This design comes from an exercise in tuning for small area, a short achievable clock period and few clock cycles on the open sky130 flow, not from production work.
At most, simulation tests tie the RTL to the original design; equivalence was not proved.

run 4:
==> flow/design.v <==
module micro_ucr_hash_multi #(
    parameter int K   = 3,
    parameter int CUT = 26
) (
    input  logic        clk,
    input  logic        reset_n,
    input  logic        inicio,
    input  logic [95:0] bloque_datos,
    input  logic [31:0] nonce_inicial,
    input  logic [31:0] nonce_limite,
    input  logic [7:0]  target,
    output logic [23:0] bounty,
    output logic [31:0] nonce_ganador,
    output logic        terminado,
    output logic        agotado,
    output logic        ocupado,
    output logic [31:0] intentos
);
    localparam int NC = 1 << K;
    localparam int HB = 32 - K;
    localparam logic [31:0] PCW = (32'd1 << 15) | (32'd1 << 18) | (32'd1 << 21) |
                                  (32'd1 << 24) | (32'd1 << 27) | (32'd1 << 29) |
                                  (32'd1 << 30);
    typedef logic [7:0] byte_t;
    function automatic logic [255:0] sched(input logic [95:0] blk, input logic [31:0] n);
        byte_t w [32];
        for (int j = 0; j < 12; j++) w[j] = blk[95-8*j -: 8];
        for (int j = 0; j < 4; j++) w[12+j] = n[31-8*j -: 8];
        for (int j = 16; j < 32; j++) w[j] = w[j-3] | (w[j-9] ^ w[j-14]);
        for (int j = 0; j < 32; j++) sched[255-8*j -: 8] = w[j];
    endfunction
    function automatic byte_t wof(input logic [255:0] w, input int j);
        wof = w[255-8*j -: 8];
    endfunction
    function automatic byte_t kof(input int j);
        kof = (j <= 16) ? 8'h99 : 8'hA1;
    endfunction
    function automatic byte_t yv(input byte_t c3, input byte_t c2);
        yv = (c3 << 4) ^ c2 ^ (c2 << 4);
    endfunction
    function automatic byte_t addx(input byte_t l, input byte_t y, input byte_t wk);
        byte_t e;
        logic  cy, p;
        e  = y ^ wk;
        cy = 1'b0;
        for (int i = 0; i < 8; i++) begin
            p       = l[i] ^ e[i];
            addx[i] = l[i] ^ (e[i] ^ cy);
            cy      = p ? cy : wk[i];
        end
    endfunction
    function automatic byte_t chw(input byte_t wz, input byte_t wo, input int gi);
        chw = wz;
        for (int b = 0; b < K; b++) if ((gi >> b) & 1) chw[b] = wo[b];
    endfunction
    logic          busy_q, found_q, exh_q;
    logic [95:0]   blk_q;
    logic [HB-1:0] limh_q;
    logic [K-1:0]  liml_q, inil_q;
    logic [7:0]    tgt_q;
    logic [HB-1:0] base1_q;
    logic          first1_q;
    logic [NC-1:0] val1;
    logic          last1;
    always_comb begin
        for (int i = 0; i < NC; i++)
            val1[i] = ((base1_q < limh_q) || (base1_q == limh_q && K'(i) <= liml_q))
                      && (!first1_q || K'(i) >= inil_q);
        last1 = (base1_q >= limh_q);
    end
    logic [255:0] wz1, wo1;
    assign wz1 = sched(blk_q, {base1_q, {K{1'b0}}});
    assign wo1 = sched(blk_q, {base1_q, {K{1'b1}}});
    byte_t cs12, cs13, cs14, cs16;
    always_comb begin
        byte_t cs [17];
        cs[0] = 8'h88 + 8'(wof(wz1, 0) + 8'h99);
        cs[1] = 8'h97 + 8'(wof(wz1, 1) + 8'h99);
        cs[2] = addx(8'(8'hE0 ^ cs[0] ^ (cs[0] << 4)), 8'h00, 8'(wof(wz1, 2) + 8'h99));
        for (int j = 3; j <= 16; j++) begin
            if (j == 15) cs[j] = '0;
            else cs[j] = addx(yv(cs[j-3], cs[j-2]), 8'h00, 8'(wof(wz1, j) + 8'h99));
        end
        cs12 = cs[12]; cs13 = cs[13]; cs14 = cs[14]; cs16 = cs[16];
    end
    byte_t c15 [NC];
    always_comb begin
        for (int i = 0; i < NC; i++)
            c15[i] = addx(yv(cs12, cs13), 8'h00,
                          8'(chw(wof(wz1, 15), wof(wo1, 15), i) + 8'h99));
    end
    logic [HB-1:0] base2_q;
    logic [NC-1:0] val2_q;
    logic          last2_q, v2_q;
    logic [3:0]    c14_2;
    byte_t         c16_2, wk17_2, w18z_2;
    logic [K-1:0]  w18o_2;
    byte_t         c15_2 [NC];
    always_ff @(posedge clk) begin
        c14_2  <= cs14[3:0];
        c16_2  <= cs16;
        wk17_2 <= 8'(wof(wz1, 17) + 8'hA1);
        w18z_2 <= wof(wz1, 18);
        w18o_2 <= wof(wo1, 18);
        for (int i = 0; i < NC; i++) c15_2[i] <= c15[i];
    end
    logic [255:0] wz2, wo2;
    assign wz2 = sched(blk_q, {base2_q, {K{1'b0}}});
    assign wo2 = sched(blk_q, {base2_q, {K{1'b1}}});
    byte_t        wa3, wbz3;
    logic [K-1:0] wbo3;
    logic [HB-1:0] base3_q;
    logic [NC-1:0] val3_q;
    logic          last3_q, v3_q;
    always_ff @(posedge clk) begin
        wa3  <= PCW[CUT+1] ? wof(wz2, CUT+1) : 8'(wof(wz2, CUT+1) + 8'hA1);
        wbz3 <= PCW[CUT+2] ? wof(wz2, CUT+2) : 8'(wof(wz2, CUT+2) + 8'hA1);
        wbo3 <= PCW[CUT+2] ? wof(wo2, CUT+2) : 8'(wof(wz2, CUT+2) + 8'hA1);
    end
    logic [K-1:0] wao3;
    always_ff @(posedge clk) wao3 <= wof(wo2, CUT+1);
    logic [255:0] wz3, wo3;
    assign wz3 = sched(blk_q, {base3_q, {K{1'b0}}});
    assign wo3 = sched(blk_q, {base3_q, {K{1'b1}}});
    logic [23:0] hch [NC];
    byte_t       a31 [NC];
    genvar gi;
    generate
        for (gi = 0; gi < NC; gi++) begin : ch
            byte_t q1, q2, q3;        
            always_comb begin
                byte_t p1, p2, p3, c, wk;
                p3 = c15_2[gi]; p2 = c16_2;
                c  = addx(c16_2, yv({4'h0, c14_2}, c15_2[gi]), wk17_2);
                p1 = c;
                for (int j = 18; j <= CUT; j++) begin
                    if (j == 18)     wk = 8'(chw(w18z_2, {w18z_2[7:K], w18o_2}, gi) + 8'hA1);
                    else if (PCW[j]) wk = 8'(chw(wof(wz2, j), wof(wo2, j), gi) + 8'hA1);
                    else             wk = 8'(wof(wz2, j) + 8'hA1);
                    c  = addx(p1, yv(p3, p2), wk);
                    p3 = p2; p2 = p1; p1 = c;
                end
                q1 = p1; q2 = p2; q3 = p3;
            end
            logic [7:0] s1, s2;
            logic [3:0] s3;
            always_ff @(posedge clk) begin
                s1 <= q1; s2 <= q2; s3 <= q3[3:0];
            end
            always_comb begin
                byte_t p1, p2, p3, c, wk;
                p1 = s1; p2 = s2; p3 = {4'h0, s3};
                for (int j = CUT + 1; j <= 30; j++) begin
                    if (j == CUT + 1)
                        wk = PCW[j] ? 8'(chw(wa3, {wa3[7:K], wao3}, gi) + 8'hA1)
                                    : wa3;
                    else if (j == CUT + 2)
                        wk = PCW[j] ? 8'(chw(wbz3, {wbz3[7:K], wbo3}, gi) + 8'hA1)
                                    : wbz3;
                    else if (PCW[j]) wk = 8'(chw(wof(wz3, j), wof(wo3, j), gi) + 8'hA1);
                    else             wk = 8'(wof(wz3, j) + 8'hA1);
                    c  = addx(p1, yv(p3, p2), wk);
                    p3 = p2; p2 = p1; p1 = c;
                end
                a31[gi] = (p2 << 4) ^ p1;
                hch[gi] = {8'(a31[gi] + 8'h01), p1[3:0] ^ 4'h8, 4'h9,
                           8'((yv(p3, p2) ^ p1) + 8'(wof(wz3, 31) + 8'h9F))};
            end
        end
    endgenerate
    logic [7:0]    t1;
    logic          t_ff, t_nz;
    logic [NC-1:0] hit, one;
    assign t1   = tgt_q - 8'd1;
    assign t_ff = (tgt_q == 8'hFF);
    assign t_nz = (tgt_q != 8'h00);
    always_comb begin
        for (int i = 0; i < NC; i++)
            hit[i] = v3_q && val3_q[i] &&
                     (t_ff || (t_nz && ((a31[i] < t1) || (a31[i] == 8'hFF))));
    end
    logic [K-1:0] widx;
    logic [23:0]  whash;
    logic         any_hit;
    always_comb begin
        logic seen;
        seen  = 1'b0;
        widx  = '0;
        whash = '0;
        for (int i = 0; i < NC; i++) begin
            one[i] = hit[i] && !seen;
            seen   = seen || hit[i];
            widx   = widx | ({K{one[i]}} & K'(i));
            whash  = whash | ({24{one[i]}} & hch[i]);
        end
        any_hit = seen;
    end
    logic cargar, ganar, agotar;
    assign cargar = inicio;
    assign ganar  = busy_q && !inicio && any_hit;
    assign agotar = busy_q && !inicio && !any_hit && v3_q && last3_q;
    always_ff @(posedge clk) begin
        if (!reset_n) begin
            busy_q  <= 1'b0;
            found_q <= 1'b0;
            exh_q   <= 1'b0;
        end else if (cargar) begin
            busy_q  <= 1'b1;
            found_q <= 1'b0;
            exh_q   <= 1'b0;
        end else if (ganar) begin
            busy_q  <= 1'b0;
            found_q <= 1'b1;
        end else if (agotar) begin
            busy_q  <= 1'b0;
            exh_q   <= 1'b1;
        end
    end
    always_ff @(posedge clk) begin
        if (cargar) begin
            blk_q    <= bloque_datos;
            limh_q   <= nonce_limite[31:K];
            liml_q   <= nonce_limite[K-1:0];
            inil_q   <= nonce_inicial[K-1:0];
            tgt_q    <= target;
            base1_q  <= nonce_inicial[31:K];
            first1_q <= 1'b1;
        end else if (busy_q) begin
            if (!last1) base1_q <= base1_q + HB'(1);
            first1_q <= 1'b0;
        end
    end
    always_ff @(posedge clk) begin
        if (!reset_n || cargar) begin
            v2_q <= 1'b0;
            v3_q <= 1'b0;
        end else if (busy_q) begin
            v2_q <= 1'b1;
            v3_q <= v2_q;
        end
        base2_q <= base1_q;
        val2_q  <= val1;
        last2_q <= last1;
        base3_q <= base2_q;
        val3_q  <= val2_q;
        last3_q <= last2_q;
    end
    logic [23:0]   bounty_q;
    logic [K-1:0]  idx_q;
    logic [HB-1:0] nwin_q;
    always_ff @(posedge clk) begin
        bounty_q <= ({24{busy_q}} & {whash[23:12], 4'h0, whash[7:0]}) | ({24{!busy_q}} & bounty_q);
        idx_q    <= ({K{busy_q}} & widx) | ({K{!busy_q}} & idx_q);
        nwin_q   <= ({HB{busy_q}} & base3_q & {HB{any_hit}}) | ({HB{!busy_q}} & nwin_q);
    end
    assign bounty        = {bounty_q[23:12], found_q, 2'b00, found_q, bounty_q[7:0]};
    assign nonce_ganador = {nwin_q, idx_q};
    assign ocupado       = busy_q;
    assign terminado     = found_q;
    assign agotado       = exh_q;
    assign intentos      = '0;
endmodule
export LEC_CHECK = 0
export CAP_MARGIN = 30
export CORE_MARGIN = 2
export CORE_UTILIZATION = 55
export SLEW_MARGIN = 30
create_clock -name core_clock -period 30.0 [get_ports {clk}]
standard.sh (not shown) runs the stock make flow with config.mk's settings and CLKGATE_MAP_FILE= SYNTH_SCRIPT=/design/flow/synth_recipe.tcl, a recipe that flattens the netlist after the stock synthesis.
==> flow/flow/run.sh <==
#!/bin/bash
# Layout flow: the standard ORFS layout, unchanged, except that timing
# repair aims for a setup slack margin well above zero so that the resizer
# works on the paths that set the achieved period (the 30 ns clock leaves
# them with positive slack, so a zero margin repairs nothing).
set -euo pipefail
cd "$(dirname "$0")/.."
export SETUP_SLACK_MARGIN=${FLOW_SETUP_MARGIN:-22.8}
bash standard.sh > standard_flow.log 2>&1
Testbench counts of run 4, summed over its fixed seeds: cycles 5,855.
The inputs of run 3 differ from those of run 4 as listed below.
diff --git a/flow/design.v b/flow/design.v
--- a/flow/design.v
+++ b/flow/design.v
@@ -1,8 +1,8 @@
 module micro_ucr_hash_multi #(
-    parameter int K   = 3,
+    parameter int K   = 4,
     parameter int CUT = 26
 ) (
     input  logic        clk,
     input  logic        reset_n,
     input  logic        inicio,
     input  logic [95:0] bloque_datos,
## What came out
For run 4, the critical path class was register to primary output, unlike run 3, where it was register to register.
Against run 4, overall routed net length in run 3 rose by more than half.
Changes observed in run 3 relative to run 4: share of synthesized cell area in full adder, half adder and majority cells has decreased, minimum period implied by the final worst setup slack now sits higher, setup clock skew after layout increased 67 ps.
On run 3: post-synthesis to final-layout area growth is 5.4 points higher than what run 4 gave.
Run 3 vs. run 4: clock-buffer cell count +38%; sequential cell area +about 23%.
The RTL of run 3 was laid out without a check of its function.

==> what the ideal ports hide <==
The flow's constraints put no driver on any port. The routed layouts listed below were extracted and timed again, unchanged, in two steps. Step 1 sets driving cells, clkbuf_16 on the clock port and buf_2 on the other inputs (assumed; they add their load-dependent delay and slew). Step 2, shift: input delay + t, output delay - t, t = (earliest + latest rising clock arrival at the registers) / 2. This alone moves slack from input paths to output paths. Three values: ideal, step 1, step 2; two values: the first two.
run	t, ns	setup WS [ns]	worst setup path after step 2	clock arrival spread, ns
run 4	0.762	22.667 / 22.584 / 22.249	input to register	0.039 / 0.040
run 3	0.873	22.488 / 22.416 / 21.972	input to register	0.122 / 0.122
After both steps setup and hold are still met in every run listed. The setup slack of run 3, which loses most, moves by -0.072 ns with the drivers and by -0.516 ns with both steps.
